This is an optimization exercise on Yosys and OpenROAD, whose aim is small area, a short achievable clock period and few clock cycles per item, not a production implementation. The RTL was checked by simulation tests, not by an equivalence proof against the original design. Power figures rest on the tool's default switching activity, not on a simulated workload.

`run.sh`:
```
#!/bin/bash
# synth_recipe.tcl (not shown) runs the flow's synth.tcl, then flattens the netlist and writes it again
# the make line also repeats each setting of config.mk as NAME=value (left out here)
make -C /OpenROAD-flow-scripts/flow DESIGN_CONFIG=/design/flow/config.mk WORK_HOME=/design/flow/orfs CLKGATE_MAP_FILE= SYNTH_SCRIPT=/design/flow/synth_recipe.tcl finish
```
`design.v`:
```
`default_nettype none
package tesf_pkg;
   localparam int CoordW = 16;
   localparam int FingerW = 4;
   localparam int TravelW = 8;
   localparam int CsrIdxW = 3;
   localparam int HistDepth = 2;
   localparam logic [CsrIdxW-1:0] CSR_EDGE_WIDTH    = 3'd0;
   localparam logic [CsrIdxW-1:0] CSR_EDGE_HEIGHT   = 3'd1;
   localparam logic [CsrIdxW-1:0] CSR_MIN_TRAVEL    = 3'd2;
   localparam logic [CsrIdxW-1:0] CSR_SCREEN_WIDTH  = 3'd3;
   localparam logic [CsrIdxW-1:0] CSR_SCREEN_HEIGHT = 3'd4;
   localparam logic OP_TOUCH = 1'b0;
   localparam logic OP_LIFT  = 1'b1;
   typedef struct packed {
      logic                operation;
      logic [FingerW-1:0]  finger;
      logic [CoordW-1:0]   pos_x;
      logic [CoordW-1:0]   pos_y;
      logic [CoordW-1:0]   major_axis;
      logic [CoordW-1:0]   touch_pressure;
   } req_word_type;
   typedef struct packed {
      logic                suppressed;
      logic [FingerW-1:0]  out_finger;
      logic [CoordW-1:0]   out_x;
      logic [CoordW-1:0]   out_y;
      logic [CoordW-1:0]   out_major;
      logic [CoordW-1:0]   out_pressure;
   } rsp_word_type;
   typedef struct packed {
      logic [CsrIdxW-1:0] index;
      logic [CoordW-1:0]  data;
   } csr_word_type;
   typedef struct packed {
      logic load;        
      logic rd_front;    
      logic rd_rear;     
      logic eval;        
      logic div_start;   
      logic decide;      
   } ctl_cmd_type;
   typedef struct packed {
      logic is_lift;
      logic need_check;  
      logic full;        
      logic need_div;    
      logic div_done;
   } ctl_sts_type;
endpackage
`default_nettype wire
`default_nettype none
module tesf_div #(
   parameter int W = 18
) (
   input  wire logic         clock,
   input  wire logic         reset,
   input  wire logic         start,
   input  wire logic [W-1:0] dividend,
   input  wire logic [W-1:0] divisor,
   output logic              done,
   output logic [W-1:0]      quotient
);
   localparam int CntW = $clog2(W + 1);
   logic [W-1:0]    rem_ff, rem_in, quo_ff, quo_in, den_ff, den_in;
   logic            neg_ff, neg_in, busy_ff, busy_in, done_ff, done_in;
   logic [CntW-1:0] cnt_ff, cnt_in;
   logic [W:0]      trial;
   always_comb begin
      rem_in = rem_ff; quo_in = quo_ff; den_in = den_ff; neg_in = neg_ff;
      busy_in = busy_ff; cnt_in = cnt_ff; done_in = 1'b0;
      trial = {rem_ff, quo_ff[W-1]} - {1'b0, den_ff};
      if (start) begin
         rem_in = '0;
         quo_in = dividend[W-1] ? (~dividend + 1'b1) : dividend;
         den_in = divisor[W-1] ? (~divisor + 1'b1) : divisor;
         neg_in = dividend[W-1] ^ divisor[W-1];
         busy_in = 1'b1;
         cnt_in = CntW'(W);
      end else if (busy_ff) begin
         if (!trial[W]) begin
            rem_in = trial[W-1:0];
            quo_in = {quo_ff[W-2:0], 1'b1};
         end else begin
            rem_in = {rem_ff[W-2:0], quo_ff[W-1]};
            quo_in = {quo_ff[W-2:0], 1'b0};
         end
         cnt_in = cnt_ff - 1'b1;
         if (cnt_ff == CntW'(1)) begin
            busy_in = 1'b0;
            done_in = 1'b1;
         end
      end
   end
   always_ff @(posedge clock) begin
      if (reset) begin
         busy_ff <= 1'b0;
         done_ff <= 1'b0;
         cnt_ff  <= '0;
      end else begin
         busy_ff <= busy_in;
         done_ff <= done_in;
         cnt_ff  <= cnt_in;
      end
      rem_ff <= rem_in;
      quo_ff <= quo_in;
      den_ff <= den_in;
      neg_ff <= neg_in;
   end
   assign done = done_ff;
   assign quotient = neg_ff ? (~quo_ff + 1'b1) : quo_ff;
endmodule
`default_nettype wire
`default_nettype none
module tesf_ctrl (
   input  wire logic                  clock,
   input  wire logic                  reset,
   input  wire logic                  req_valid,
   output logic                       req_ready,
   output logic                       rsp_valid,
   input  wire logic                  rsp_ready,
   input  wire tesf_pkg::ctl_sts_type sts,
   output tesf_pkg::ctl_cmd_type      cmd
);
   localparam logic [2:0] S_IDLE  = 3'd0;
   localparam logic [2:0] S_RDF   = 3'd1;
   localparam logic [2:0] S_RDR   = 3'd2;
   localparam logic [2:0] S_EVAL  = 3'd3;
   localparam logic [2:0] S_CHK   = 3'd4;
   localparam logic [2:0] S_DIV   = 3'd5;
   localparam logic [2:0] S_DEC   = 3'd6;
   logic [2:0] state_ff, state_in;
   logic       rspv_ff, rspv_in;
   logic       accept;
   assign req_ready = (state_ff == S_IDLE) && (!rspv_ff || rsp_ready);
   assign accept = req_valid && req_ready;
   always_comb begin
      state_in = state_ff;
      rspv_in  = rspv_ff && !rsp_ready;
      cmd = '0;
      cmd.load = accept;
      unique case (state_ff)
         S_IDLE: if (accept) state_in = S_RDF;
         S_RDF: begin
            cmd.rd_front = 1'b1;
            state_in = S_RDR;
         end
         S_RDR: begin
            cmd.rd_rear = 1'b1;
            state_in = S_EVAL;
         end
         S_EVAL: begin
            cmd.eval = 1'b1;
            state_in = S_CHK;
         end
         S_CHK: begin
            if (sts.need_check && !sts.is_lift && sts.need_div) begin
               cmd.div_start = 1'b1;
               state_in = S_DIV;
            end else state_in = S_DEC;
         end
         S_DIV: if (sts.div_done) state_in = S_DEC;
         S_DEC: begin
            cmd.decide = 1'b1;
            rspv_in = !sts.is_lift;
            state_in = S_IDLE;
         end
         default: state_in = S_IDLE;
      endcase
   end
   always_ff @(posedge clock) begin
      if (reset) begin
         state_ff <= S_IDLE;
         rspv_ff  <= 1'b0;
      end else begin
         state_ff <= state_in;
         rspv_ff  <= rspv_in;
      end
   end
   assign rsp_valid = rspv_ff;
endmodule
`default_nettype wire
`default_nettype none
module tesf_datapath #(
   parameter int FINGERS = 10
) (
   input  wire logic                   clock,
   input  wire logic                   reset,
   input  wire logic                   csr_we,
   input  wire tesf_pkg::csr_word_type csr_word,
   input  wire tesf_pkg::req_word_type req_word,
   input  wire tesf_pkg::ctl_cmd_type  cmd,
   output tesf_pkg::ctl_sts_type       sts,
   output tesf_pkg::rsp_word_type      rsp_word
);
   localparam int FIdxW = (FINGERS > 1) ? $clog2(FINGERS) : 1;
   localparam int EntW  = $clog2(FINGERS * tesf_pkg::HistDepth);
   localparam int DW    = tesf_pkg::CoordW + 2;
   logic [tesf_pkg::CoordW-1:0]  ew_ff, eh_ff, sw_ff, sh_ff;
   logic [tesf_pkg::TravelW-1:0] mt_ff;
   logic [4*tesf_pkg::CoordW-1:0] hist_mem [FINGERS*tesf_pkg::HistDepth];
   logic [4*tesf_pkg::CoordW-1:0] rd_ff;
   logic [4*tesf_pkg::CoordW-1:0] front_ff;
   logic [FINGERS-1:0] hfront_ff, released_ff;
   logic [1:0]         hcount_ff [FINGERS];
   tesf_pkg::req_word_type req_ff;
   logic       valid_f;
   logic [FIdxW-1:0] fidx;
   logic       sf_front_ff, sf_rel_ff;
   logic [1:0] sf_count_ff;
   logic [EntW-1:0] rd_addr, wr_addr;
   logic       zone_ff, dir_ff;
   logic signed [DW-1:0] dx1_ff, dy1_ff, dx2_ff, dy2_ff;
   logic [DW-1:0] q1, q2;
   logic d1_done, d2_done, d_done_ff;
   logic       match;
   tesf_pkg::rsp_word_type rsp_ff;
   assign valid_f = ({1'b0, req_ff.finger} < 5'(FINGERS));
   assign fidx = FIdxW'(req_ff.finger);
   always_ff @(posedge clock) begin
      if (reset) begin
         ew_ff <= '0; eh_ff <= '0; mt_ff <= '0; sw_ff <= '1; sh_ff <= '1;
      end else if (csr_we) begin
         case (csr_word.index)
            tesf_pkg::CSR_EDGE_WIDTH:    ew_ff <= csr_word.data;
            tesf_pkg::CSR_EDGE_HEIGHT:   eh_ff <= csr_word.data;
            tesf_pkg::CSR_MIN_TRAVEL:    mt_ff <= csr_word.data[tesf_pkg::TravelW-1:0];
            tesf_pkg::CSR_SCREEN_WIDTH:  sw_ff <= csr_word.data;
            tesf_pkg::CSR_SCREEN_HEIGHT: sh_ff <= csr_word.data;
            default: ;
         endcase
      end
   end
   always_ff @(posedge clock) begin
      if (cmd.load) req_ff <= req_word;
      if (cmd.rd_front) begin
         sf_front_ff <= hfront_ff[fidx];
         sf_count_ff <= hcount_ff[fidx];
         sf_rel_ff   <= released_ff[fidx];
      end
   end
   assign rd_addr = cmd.rd_front ? EntW'({fidx, hfront_ff[fidx]})
                                 : EntW'({fidx, ~sf_front_ff});
   assign wr_addr = (sf_count_ff == 2'd2) ? EntW'({fidx, sf_front_ff})
                  : EntW'({fidx, sf_front_ff ^ sf_count_ff[0]});
   always_ff @(posedge clock) begin
      rd_ff <= hist_mem[rd_addr];
      if (cmd.decide && valid_f && req_ff.operation == tesf_pkg::OP_TOUCH && !sf_rel_ff
          && zone_ff && !match)
         hist_mem[wr_addr] <= {req_ff.pos_x, req_ff.pos_y, req_ff.major_axis,
                               req_ff.touch_pressure};
   end
   always_ff @(posedge clock) begin
      if (cmd.rd_rear) front_ff <= rd_ff;
   end
   logic signed [DW-1:0] x_s, y_s, ew_s, eh_s, sw_s, sh_s, lim_s;
   logic signed [DW-1:0] fx_s, fy_s, rx_s, ry_s, dx3, dy3, dx1, dy1;
   always_comb begin
      x_s  = DW'(req_ff.pos_x);  y_s  = DW'(req_ff.pos_y);
      ew_s = DW'(ew_ff); eh_s = DW'(eh_ff); sw_s = DW'(sw_ff); sh_s = DW'(sh_ff);
      lim_s = DW'(mt_ff);
      fx_s = DW'(front_ff[4*tesf_pkg::CoordW-1 -: tesf_pkg::CoordW]);
      fy_s = DW'(front_ff[3*tesf_pkg::CoordW-1 -: tesf_pkg::CoordW]);
      rx_s = DW'(rd_ff[4*tesf_pkg::CoordW-1 -: tesf_pkg::CoordW]);
      ry_s = DW'(rd_ff[3*tesf_pkg::CoordW-1 -: tesf_pkg::CoordW]);
      dx1 = rx_s - fx_s; dy1 = ry_s - fy_s;
      dx3 = x_s - rx_s;  dy3 = y_s - ry_s;
   end
   always_ff @(posedge clock) begin
      if (cmd.eval) begin
         zone_ff <= ((ew_s > x_s) || (sw_s - ew_s < x_s)) && (sh_s - eh_s < y_s);
         dir_ff  <= (sf_count_ff == 2'd2) &&
                    ((((dx1 > lim_s) || (dy1 > lim_s)) && ((dx3 > lim_s) || (dy3 > lim_s)))
                  || (((dx1 < -lim_s) || (dy1 < -lim_s)) && ((dx3 < -lim_s) || (dy3 < -lim_s))));
         dx1_ff <= dx1; dy1_ff <= dy1;
         dx2_ff <= x_s - fx_s; dy2_ff <= y_s - fy_s;
      end
   end
   tesf_div #(.W(DW)) u_div1 (.clock, .reset, .start(cmd.div_start), .dividend(dy1_ff),
      .divisor(dx1_ff), .done(d1_done), .quotient(q1));
   tesf_div #(.W(DW)) u_div2 (.clock, .reset, .start(cmd.div_start), .dividend(dy2_ff),
      .divisor(dx2_ff), .done(d2_done), .quotient(q2));
   always_ff @(posedge clock) begin
      if (reset) d_done_ff <= 1'b0;
      else d_done_ff <= d1_done & d2_done;
   end
   always_comb begin
      if (!dir_ff) match = 1'b0;
      else if (dx1_ff == '0 && dx2_ff == '0) match = 1'b1;
      else if (dx1_ff == '0) match = (q2 == '0);
      else if (dx2_ff == '0) match = (q1 == '0);
      else match = (q1 == q2);
   end
   always_ff @(posedge clock) begin
      if (reset) begin
         hfront_ff <= '0; released_ff <= '0;
         for (int i = 0; i < FINGERS; i++) hcount_ff[i] <= '0;
      end else if (cmd.decide && valid_f) begin
         if (req_ff.operation == tesf_pkg::OP_LIFT) begin
            hfront_ff[fidx] <= 1'b0; hcount_ff[fidx] <= '0; released_ff[fidx] <= 1'b0;
         end else if (!sf_rel_ff) begin
            if (zone_ff && !match) begin
               if (sf_count_ff == 2'd2) hfront_ff[fidx] <= ~sf_front_ff;
               else hcount_ff[fidx] <= sf_count_ff + 2'd1;
            end else begin
               hfront_ff[fidx] <= 1'b0; hcount_ff[fidx] <= '0; released_ff[fidx] <= 1'b1;
            end
         end
      end
   end
   always_ff @(posedge clock) begin
      if (cmd.decide) begin
         rsp_ff.out_finger <= req_ff.finger;
         if (valid_f && !sf_rel_ff && zone_ff && !match) begin
            rsp_ff.suppressed <= 1'b1;
            rsp_ff.out_x <= '0; rsp_ff.out_y <= '0;
            rsp_ff.out_major <= '0; rsp_ff.out_pressure <= '0;
         end else if (valid_f && !sf_rel_ff && sf_count_ff != 2'd0) begin
            rsp_ff.suppressed <= 1'b0;
            {rsp_ff.out_x, rsp_ff.out_y, rsp_ff.out_major, rsp_ff.out_pressure} <= front_ff;
         end else begin
            rsp_ff.suppressed <= 1'b0;
            rsp_ff.out_x <= req_ff.pos_x; rsp_ff.out_y <= req_ff.pos_y;
            rsp_ff.out_major <= req_ff.major_axis;
            rsp_ff.out_pressure <= req_ff.touch_pressure;
         end
      end
   end
   assign rsp_word = rsp_ff;
   assign sts.is_lift    = (req_ff.operation == tesf_pkg::OP_LIFT);
   assign sts.need_check = valid_f && !sf_rel_ff;
   assign sts.full       = (sf_count_ff == 2'd2);
   assign sts.need_div   = zone_ff && dir_ff;
   assign sts.div_done   = d_done_ff;
endmodule
`default_nettype wire
`default_nettype none
module touch_edge_suppression_filter_core (
   input  wire logic        clock,
   input  wire logic        reset,
   input  wire logic        req_valid,
   output logic             req_ready,
   input  wire logic        req_operation,
   input  wire logic [3:0]  req_finger,
   input  wire logic [15:0] req_pos_x,
   input  wire logic [15:0] req_pos_y,
   input  wire logic [15:0] req_major_axis,
   input  wire logic [15:0] req_touch_pressure,
   output logic             rsp_valid,
   input  wire logic        rsp_ready,
   output logic             rsp_suppressed,
   output logic [3:0]       rsp_out_finger,
   output logic [15:0]      rsp_out_x,
   output logic [15:0]      rsp_out_y,
   output logic [15:0]      rsp_out_major,
   output logic [15:0]      rsp_out_pressure,
   input  wire logic        csr_valid,
   output logic             csr_ready,
   input  wire logic [2:0]  csr_index,
   input  wire logic [15:0] csr_data
);
   localparam int FINGERS = 10;
   tesf_pkg::ctl_cmd_type  cmd;
   tesf_pkg::ctl_sts_type  sts;
   tesf_pkg::req_word_type req_word;
   tesf_pkg::rsp_word_type rsp_word;
   tesf_pkg::csr_word_type csr_word;
   assign req_word = {req_operation, req_finger, req_pos_x, req_pos_y, req_major_axis,
                      req_touch_pressure};
   assign csr_word = {csr_index, csr_data};
   assign {rsp_suppressed, rsp_out_finger, rsp_out_x, rsp_out_y, rsp_out_major,
           rsp_out_pressure} = rsp_word;
   assign csr_ready = 1'b1;
   tesf_ctrl u_ctrl (
      .clock, .reset,
      .req_valid, .req_ready,
      .rsp_valid, .rsp_ready,
      .sts, .cmd
   );
   tesf_datapath #(.FINGERS(FINGERS)) u_dp (
      .clock, .reset,
      .csr_we(csr_valid), .csr_word,
      .req_word, .cmd, .sts, .rsp_word
   );
endmodule
`default_nettype wire
```
`constraint.sdc`:
```
create_clock -name core_clock -period 5.0 [get_ports {clock}]
set_input_delay 1.0000 -clock core_clock [delete_from_list [all_inputs] [get_ports {clock}]]
set_output_delay 1.0000 -clock core_clock [all_outputs]
set_load 0.01 [all_outputs]
```
`config.mk`:
```
export PLATFORM = sky130hd
export DESIGN_NAME = touch_edge_suppression_filter_core
export DESIGN_NICKNAME = touch_edge_suppression_filter_core
export VERILOG_FILES = /design/flow/design.v
export SDC_FILE = /design/flow/constraint.sdc
export NUM_CORES = 4
export LEC_CHECK = 0
export CAP_MARGIN = 20
export CORE_MARGIN = 2
export CORE_UTILIZATION = 40
export PLACE_DENSITY = 0.6
export SLEW_MARGIN = 20
```
==> reports/metrics.cfg <==
[worst_setup_path]
worst_ep_arrival_time_ps = 5270
required_ps = 5500
cp_slowest_cell = or4bb_1
critPathMaxStageDelay_ps = 560
critPathCaptureType = flip-flop
r2r_cells = 14
critPathLaunchType = flip-flop
worstPathCellList = inv_1 -> ha_1 -> or3b_1 -> or4_1 -> or3_1 -> or4bb_1 -> nand4b_1 -> a2111oi_2 -> nor3_1 -> o21ai_2 -> buf_4 -> o21ai_1 -> a221o_2 -> o21ai_1
critPathMostFrequentCell = o21ai_1
crit_type = reg2reg
path_max_fanout = 11

[clock_network]
cts.clk_slew.worst_paths_ps = 60
cts.sinks = 1873
clk_latency_ps = 850
cts_tree = done
cts_buffer_depth = 3
cts_resized = 0
h-tree-depth = 4
cts_root_buf = clkbuf_16
cts_hold_buf = 0
cts_setup_buffers = 0
cts_buffers = 194

[floorplanning]
num_rows = 166
design.core.area_mm2 = 0.2044
dieArea_mm2 = 0.2088
die_w_um = 457
die-height_um = 457
io_pins = 165
initial_core_util_pct = 40.16

[detailed_routing]
wire_per_inst_um = 25.21
viasPerCell = 5.529
wl_met2_um = 106300
drc_errors = 0
wl_met1_um = 92510
wl_met3_um = 11590
drt_iter0_drc = 3952
via_count = 47320
dr.max_layer_used = met4
dr.pass1.iters = 6
postRouteAntennaNets = 0
totalWireLength_um = 215700

[synthesis]
synth_top_cell_by_area = edfxtp_1
synth_edf_count = 1662
synth.distinct_cells = 87
syn_avg_cell_area_um2 = 15.25
yosys.area.top_type_share_pct = 60.80
ys_ff_latch = 1873
synth_warnings = 3
synthCells = 5381
syn_area_mm2 = 0.08208
synthTopCellsByArea = edfxtp_1, mux4_2, dfxtp_1
yosysSeqAreaShare_pct = 65.95
synth_ff_type = edfxtp_1
async_reset_ff_share_pct = 0

[layout]
syn_to_final_growth_pct = 15.59
nets = 6137
fill_cells = 17620
seq_area_mm2 = 0.05413
design_area_mm2 = 0.09488
drive_gt1_share_pct = 15.50
multi_input_area_mm2 = 0.02632

[global_routing]
antenna_found_initial = 9
grt_pass1_wl_um = 317000
grtUsageTotal_pct = 20.40
grt_pass1_vias = 48020
grt_max_degree = 102
grt_overflow = 0

[timing]
relSlewSlack_pct = 30.72
fin_crit_ps = 4772
setup-tns-final_ps = 0
fin_skew_ps = 71.11
setup_viol = 0
fmax_mhz = 209.5
rsz0062_at_grt = false
final.period_utilization_pct = 95.45
setup_slack_ps = 227.7
worst_pin_slew_ps = 1039
slew_viol_final = 0
whs_ps = 403.1
final_hold_viol_count = 0

[pwr]
power_density_mw_per_mm2 = 449.7
pwr-share-seq_pct = 44.1
swShare_pct = 28.94
ir_drop_v = 0.0003465
clkPwrFrac_pct = 34.2
p_sw_w = 0.01235
p_int_w = 0.03032
p_leak_nw = 32.50
combPwrFrac_pct = 21.7

[placed_design]
dpl.hpwl_um = 141200
postPlaceCellArea_mm2 = 0.08834
dp_slack_ps = 217.0
io_buffers = 163
gp_congestion = 0.8387

[worst_hold_path]
hold_depth = 0
hold_path_class = reg2reg

[status]
status = no timing/DRC/antenna violations

[job]
drv_cap = 0

## critical path: cells and delay by family (launching register included)
family / cells / cell delay [ps]
adder cells (fa/ha/maj): 1 / 140
AND/OR/NAND/NOR: 6 / 2190
buffers and inverters: 2 / 380
AO/OA/AOI/OAI: 5 / 1280
flip-flops: 1 / 430
## cells by family (layout without fill, tap and decap cells)
group | after synthesis | in the layout | synth area share (%)
AO/OA/AOI/OAI | 909 | 909 | 6.829
XOR/XNOR | 245 | 245 | 2.614
adder cells (fa/ha/maj) | 340 | 340 | 5.274
buffers and inverters | 506 | 978 | 2.343
flip-flops | 1873 | 1873 | 65.95
multiplexers | 503 | 503 | 11.32
other | 2 | 20 | 0.009149
AND/OR/NAND/NOR | 1003 | 1003 | 5.666
## placed cells by master, fill, tap and decap left out, types with 70 or more instances in the layout
cell             instances
nor2_1                 165
xor2_1                  79
clkdlybuf4s50_1        162
o21ai_0                176
o21ai_1                 87
xnor2_1                164
nand3_1                 91
mux2_2                  70
nand2_1                433
mux2i_1                 98
ha_1                   330
buf_4                  114
edfxtp_1              1662
mux4_2                 333
clkbuf_16              203
dfxtp_1                211
a21oi_1                274
inv_1                  288
## cell usage after synthesis, types with 41 or more instances
cell type,instances
edfxtp_1,1662
nand2_1,434
mux4_2,333
ha_1,330
inv_1,290
a21oi_1,274
dfxtp_1,211
nor2_1,186
o21ai_0,176
clkbuf_1,171
xnor2_1,166
mux2i_1,99
nand3_1,91
o21ai_1,87
xor2_1,79
mux2_2,70
a22oi_1,63
nor3_1,58
o21a_1,49
nor2b_1,41
## state kept, by name, indices dropped and copies added (netlist names), 18 cells and up, named ones only
signal              cells
u_dp.u_div1.den_ff     18
u_dp.hcount_ff         32
u_dp.req_ff            69
u_dp.rd_ff             64
u_dp.u_div2.den_ff     18
u_dp.u_div1.quo_ff     18
u_dp.hist_mem        1280
u_dp.u_div2.rem_ff     18
u_dp.u_div1.rem_ff     18
u_dp.front_ff          64
u_dp.u_div2.quo_ff     18
u_dp.rsp_ff            69
## area by class of cell
class / count / share of cell area (%)
sequential: 1873 / 57.05
multi-input combinational: 3015 / 27.74
clock buffer: 256 / 5.694
timing repair buffer: 325 / 3.629
tap: 2688 / 3.545
inverter: 295 / 1.170
clock inverter: 102 / 1.162
antenna: 5 / 0.01319
## routing by layer
| layer | track usage [%] | up-vias |
|---|---|---|
| li1 | - | 21390 |
| met1 | 27.46 | 24300 |
| met2 | 34.55 | 1364 |
| met3 | 2.878 | 271 |
| met4 | 5.690 | 0 |
| met5 | 0 | - |
## power groups by stage
stage	combinational, W	clock [W]	sequential [W]
finish	0.00928	0.0146	0.0188
global route	0.0102	0.0155	0.0189
CTS	0.00931	0.0149	0.0188
detailed placement	0.00926	0	0.0192
global placement	0.00910	0	0.0191
floorplan	0.00620	0	0.0189
## worst paths after layout
path / startpoint / to / slack, ps
max reg2reg: u_dp.dx1_ff[0] / u_dp.hcount_ff[0][0] / 230
min: u_dp.rd_ff[22] / u_dp.front_ff[22] / 400
min reg2reg: u_dp.rd_ff[22] / u_dp.front_ff[22] / 400
max: u_dp.dx1_ff[0] / u_dp.hcount_ff[0][0] / 230
## through the flow
| step | util [%] | std cells | total power, W |
|---|---|---|---|
| after floorplan | - | 5394 | 0.02508 |
| after global placement | 43.23 | 8195 | 0.02823 |
| after detailed placement | 43.23 | 8195 | 0.02842 |
| after CTS | 46.41 | 8553 | 0.04300 |
| after global routing | 46.42 | 8554 | 0.04455 |
| final | 46.43 | 8559 | 0.04267 |
Testbench counts, summed over its fixed seeds: cycles 91,216, items 12,020.

-- afterwards: timing with drivers on the ports --
Ports are ideal in the flow. The routed layout listed here was re-timed in OpenROAD.
Step 1, drivers: a clkbuf_16 drives clock and a buf_2 each remaining input, both assumed.
Step 2 times the ports against the registers' clock, not the clock port: input delays grow and output delays shrink by t, the midpoint of the rising clock arrivals with the driver on.
Three values: ideal, step 1, step 2; two values: the first two.
shift t [ns]: 0.906
setup WS [ns]: 0.228 / 0.228 / 0.228
worst setup path at the end: register to register
After both steps setup and hold are still met in this run. The setup slack of this run moves by 0.000 ns with the drivers and by 0.000 ns with both steps.
